Background: an optimization exercise with open tools, aiming at small area, a short achievable clock period and few clock cycles per item. Do not read the settings as production practice. The RTL was checked by simulation tests, not by an equivalence proof against the original design.

==> ember: inputs <==
## ray_plane_set_clipper
module ray_plane_set_clipper (
    input  logic          aclk,
    input  logic          aresetn,
    input  logic          s_valid,
    output logic          s_ready,
    input  logic [227:0]  s_item,
    output logic          m_valid,
    input  logic          m_ready,
    output logic [162:0]  m_item,
    input  logic          cfg_we,
    input  logic [1:0]    cfg_index,
    input  logic [31:0]   cfg_wdata
);
Settings: LEC_CHECK=0, ABC_CLOCK_PERIOD_IN_PS=5000, CAP_MARGIN=20, CORE_MARGIN=2, CORE_UTILIZATION=40, CTS_BUF_LIST=sky130_fd_sc_hd__clkbuf_8, SETUP_SLACK_MARGIN=5, SLEW_MARGIN=20; clock period 12.0 ns.
run.sh (not shown) runs the stock make flow with config.mk's settings and CLKGATE_MAP_FILE= SYNTH_SCRIPT=/design/flow/synth_recipe.tcl, a recipe that flattens the netlist after the stock synthesis.
==> violet: changes against ember <==
--- a/flow/design.v
+++ b/flow/design.v
@@ -379,17 +379,17 @@
     logic [31:0] rp, rpm, rpp, rp1, rp1m, rp1p, rp2;
     logic [35:0] d3_sq;
     always_comb begin
         sq_mode = dv_sq;
         c2s = dv_c2;
         rp  = ~dv_d3[34:3];
         rpm = rp - 32'd1;
         rpp = rp + 32'd1;
-        x1  = {1'b0, dv_r, dv_l[31:30]};
+        x1  = sq_mode ? {dv_r[31:0], dv_l[31:28]} : {1'b0, dv_r, dv_l[31:30]};
         dd1 = dv_d;
         st1 = dstep(x1, dd1, dv_c1, c2s, dv_d3, dv_c3);
         sat_a = {1'b0, x1[35:1]} + dv_d + {35'd0, dv_c1};
         case (st1[34:33])
             2'd0:    begin rp1 = {rpm[29:0], 2'b01}; rp1m = {rpm[29:0], 2'b00}; rp1p = {rpm[29:0], 2'b10}; end
             2'd1:    begin rp1 = {rp[29:0],  2'b00}; rp1m = {rpm[29:0], 2'b11}; rp1p = {rp[29:0],  2'b01}; end
             2'd2:    begin rp1 = {rp[29:0],  2'b11}; rp1m = {rp[29:0],  2'b10}; rp1p = {rpp[29:0], 2'b00}; end
             default: begin rp1 = {rpp[29:0], 2'b10}; rp1m = {rpp[29:0], 2'b01}; rp1p = {rpp[29:0], 2'b11}; end
@@ -401,17 +401,17 @@
         case (st2[34:33])
             2'd0:    rp2 = {rp1m[29:0], 2'b01};
             2'd1:    rp2 = {rp1[29:0],  2'b00};
             2'd2:    rp2 = {rp1[29:0],  2'b11};
             default: rp2 = {rp1p[29:0], 2'b10};
         endcase
         digs = {st1[34:33], st2[34:33]};
         if (sq_mode) begin
-            r_step = {st1[30:0], dv_l[29:28]};
+            r_step = st1[32:0];
             q_sq   = {dv_q[29:0], st1[34:33]};
             d3_sq  = ~{1'b0, rp1, 3'b001};
         end else begin
             r_step = st2[32:0];
             q_sq   = '0;
             d3_sq  = '0;
         end
         q_step = dv_q;
@@ -747,19 +747,19 @@
                 end
                 L_M2B: begin
                     ph_r    <= L_SQRT;
                     dv_mode <= M_SQRT;
                     dv_sq   <= 1'b1;
                     dv_c2   <= 1'b0;
                     dv_d    <= ~{3'b0, 30'd0, 3'b001};
                     dv_cnt  <= 5'd0;
-                    dv_r    <= {31'd0, p_den[31:30]};
+                    dv_r    <= '0;
                     dv_q    <= '0;
-                    dv_l    <= {p_den[29:0], 2'b00};
+                    dv_l    <= p_den[31:0];
                     mz_r    <= p_dzero;      
                     dv_d3   <= ~{1'b0, 32'd1, 3'b001};
                     dv_c3   <= 1'b1;
                     dv_c1   <= 1'b1;
                 end
                 L_SQRT: begin
                     if (dv_act && dv_cnt == SQ_END - 5'd1 && !mz_r) begin
                         ph_r    <= L_NDIV;
==> raven: changes against ember <==
--- a/flow/design.v
+++ b/flow/design.v
@@ -379,17 +379,17 @@
     logic [31:0] rp, rpm, rpp, rp1, rp1m, rp1p, rp2;
     logic [35:0] d3_sq;
     always_comb begin
         sq_mode = dv_sq;
         c2s = dv_c2;
         rp  = ~dv_d3[34:3];
         rpm = rp - 32'd1;
         rpp = rp + 32'd1;
-        x1  = {1'b0, dv_r, dv_l[31:30]};
+        x1  = sq_mode ? {dv_r[31:0], dv_l[31:28]} : {1'b0, dv_r, dv_l[31:30]};
         dd1 = dv_d;
         st1 = dstep(x1, dd1, dv_c1, c2s, dv_d3, dv_c3);
         sat_a = {1'b0, x1[35:1]} + dv_d + {35'd0, dv_c1};
         case (st1[34:33])
             2'd0:    begin rp1 = {rpm[29:0], 2'b01}; rp1m = {rpm[29:0], 2'b00}; rp1p = {rpm[29:0], 2'b10}; end
             2'd1:    begin rp1 = {rp[29:0],  2'b00}; rp1m = {rpm[29:0], 2'b11}; rp1p = {rp[29:0],  2'b01}; end
             2'd2:    begin rp1 = {rp[29:0],  2'b11}; rp1m = {rp[29:0],  2'b10}; rp1p = {rpp[29:0], 2'b00}; end
             default: begin rp1 = {rpp[29:0], 2'b10}; rp1m = {rpp[29:0], 2'b01}; rp1p = {rpp[29:0], 2'b11}; end
@@ -401,17 +401,17 @@
         case (st2[34:33])
             2'd0:    rp2 = {rp1m[29:0], 2'b01};
             2'd1:    rp2 = {rp1[29:0],  2'b00};
             2'd2:    rp2 = {rp1[29:0],  2'b11};
             default: rp2 = {rp1p[29:0], 2'b10};
         endcase
         digs = {st1[34:33], st2[34:33]};
         if (sq_mode) begin
-            r_step = {st1[30:0], dv_l[29:28]};
+            r_step = st1[32:0];
             q_sq   = {dv_q[29:0], st1[34:33]};
             d3_sq  = ~{1'b0, rp1, 3'b001};
         end else begin
             r_step = st2[32:0];
             q_sq   = '0;
             d3_sq  = '0;
         end
         q_step = dv_q;
@@ -747,19 +747,19 @@
                 end
                 L_M2B: begin
                     ph_r    <= L_SQRT;
                     dv_mode <= M_SQRT;
                     dv_sq   <= 1'b1;
                     dv_c2   <= 1'b0;
                     dv_d    <= ~{3'b0, 30'd0, 3'b001};
                     dv_cnt  <= 5'd0;
-                    dv_r    <= {31'd0, p_den[31:30]};
+                    dv_r    <= '0;
                     dv_q    <= '0;
-                    dv_l    <= {p_den[29:0], 2'b00};
+                    dv_l    <= p_den[31:0];
                     mz_r    <= p_dzero;      
                     dv_d3   <= ~{1'b0, 32'd1, 3'b001};
                     dv_c3   <= 1'b1;
                     dv_c1   <= 1'b1;
                 end
                 L_SQRT: begin
                     if (dv_act && dv_cnt == SQ_END - 5'd1 && !mz_r) begin
                         ph_r    <= L_NDIV;
- CORE_UTILIZATION: 40 -> 30
==> flow_summary.ini <==
[critical_path]
crit_start = dv_d[6]
cp.depth = 33
cp_max_fo = 9

[cts]
cts_buffers = 326

[yosys]
yosysUniqueCellTypes = 115

[cells_and_area]
area_growth_pct = 15.3
layout_common_cells = edfxtp_1 (1513), inv_1 (1152), nand2_1 (1004)
multi_input_area_um2 = 88900

[drt]
wl_met3_um = 39700
via_count = 114000
avgViaCountPerCell = 5.90

[grt]
grt_pass1_wl_um = 755000

[status]
status = timing/DRC/antenna clean
[end of results for ember]
==> flow_summary.ini <==
[cts]
ctsResizeCount = 637
cts_buffers = 324

[cells_and_area]
layout_common_cells = edfxtp_1 (1513), inv_1 (1174), nand2_1 (984)
layout-drive-gt1-share_pct = 15.6
multi_input_area_um2 = 90000
area_growth_pct = 16.8
largestClassByArea = multi-input combinational cells

[drt]
avgViaCountPerCell = 5.87
wl_met3_um = 45100
via_count = 115000

[status]
status = timing/DRC/antenna clean

[critical_path]
crit_start = dv_sq
cp.depth = 41
cp_max_fo = 7

[grt]
grt_pass1_wl_um = 766000

[place]
port_buffers = 431

[yosys]
yosysUniqueCellTypes = 110
[end of results for violet]
==> flow_summary.ini <==
[drt]
wl_met3_um = 46800
avgViaCountPerCell = 5.43
drt_pass1_iterations = 7
via_count = 115000

[critical_path]
cp.depth = 37
cp_max_fo = 5
crit_start = dv_sq

[cts]
cts_tree = yes
cts_buffers = 317

[cells_and_area]
multi_input_area_um2 = 89600
area_growth_pct = 17.5
layout_common_cells = edfxtp_1 (1513), inv_1 (1142), nand2_1 (987)

[yosys]
yosys.area.top_type = edfxtp_1
synth_xor_area_share_pct = 7.59

[grt]
grt_pass1_wl_um = 749000
use_met2_pct = 31.5

[status]
status = timing/DRC/antenna clean
[end of results for raven]
Testbench counts of ember, summed over its fixed seeds: cycles 23,813, items 768.
Testbench counts of violet, summed over its fixed seeds: cycles 23,813, items 768.
Testbench counts of raven, summed over its fixed seeds: cycles 23,813, items 768.

==> re-timing with driven ports <==
In the flow no input, the clock included, has a driving cell. The finished layouts below were timed again as built, in two steps. Step 1 sets driving cells, clkbuf_16 on the clock port and buf_2 on the other inputs (assumed; they add their load-dependent delay and slew). Step 2 also shifts input and output timing later by t, the mid clock arrival at the registers, as if the neighbouring blocks saw the same clock. a / b / c = ideal / step 1 / step 2; a / b = the first two.
| run | t, ns | setup WS [ns] | clock arrival spread, ns | pins driven straight from the clock port |
|---|---|---|---|---|
| ember | 1.137 | 3.746 / 3.746 / 3.746 | 0.130 / 0.129 | 1 |
| violet | 1.141 | 4.313 / 4.313 / 4.313 | 0.108 / 0.108 | 1 |
| raven | 1.109 | 4.171 / 4.171 / 4.171 | 0.174 / 0.174 | 1 |
After both steps setup and hold are still met in every run listed.
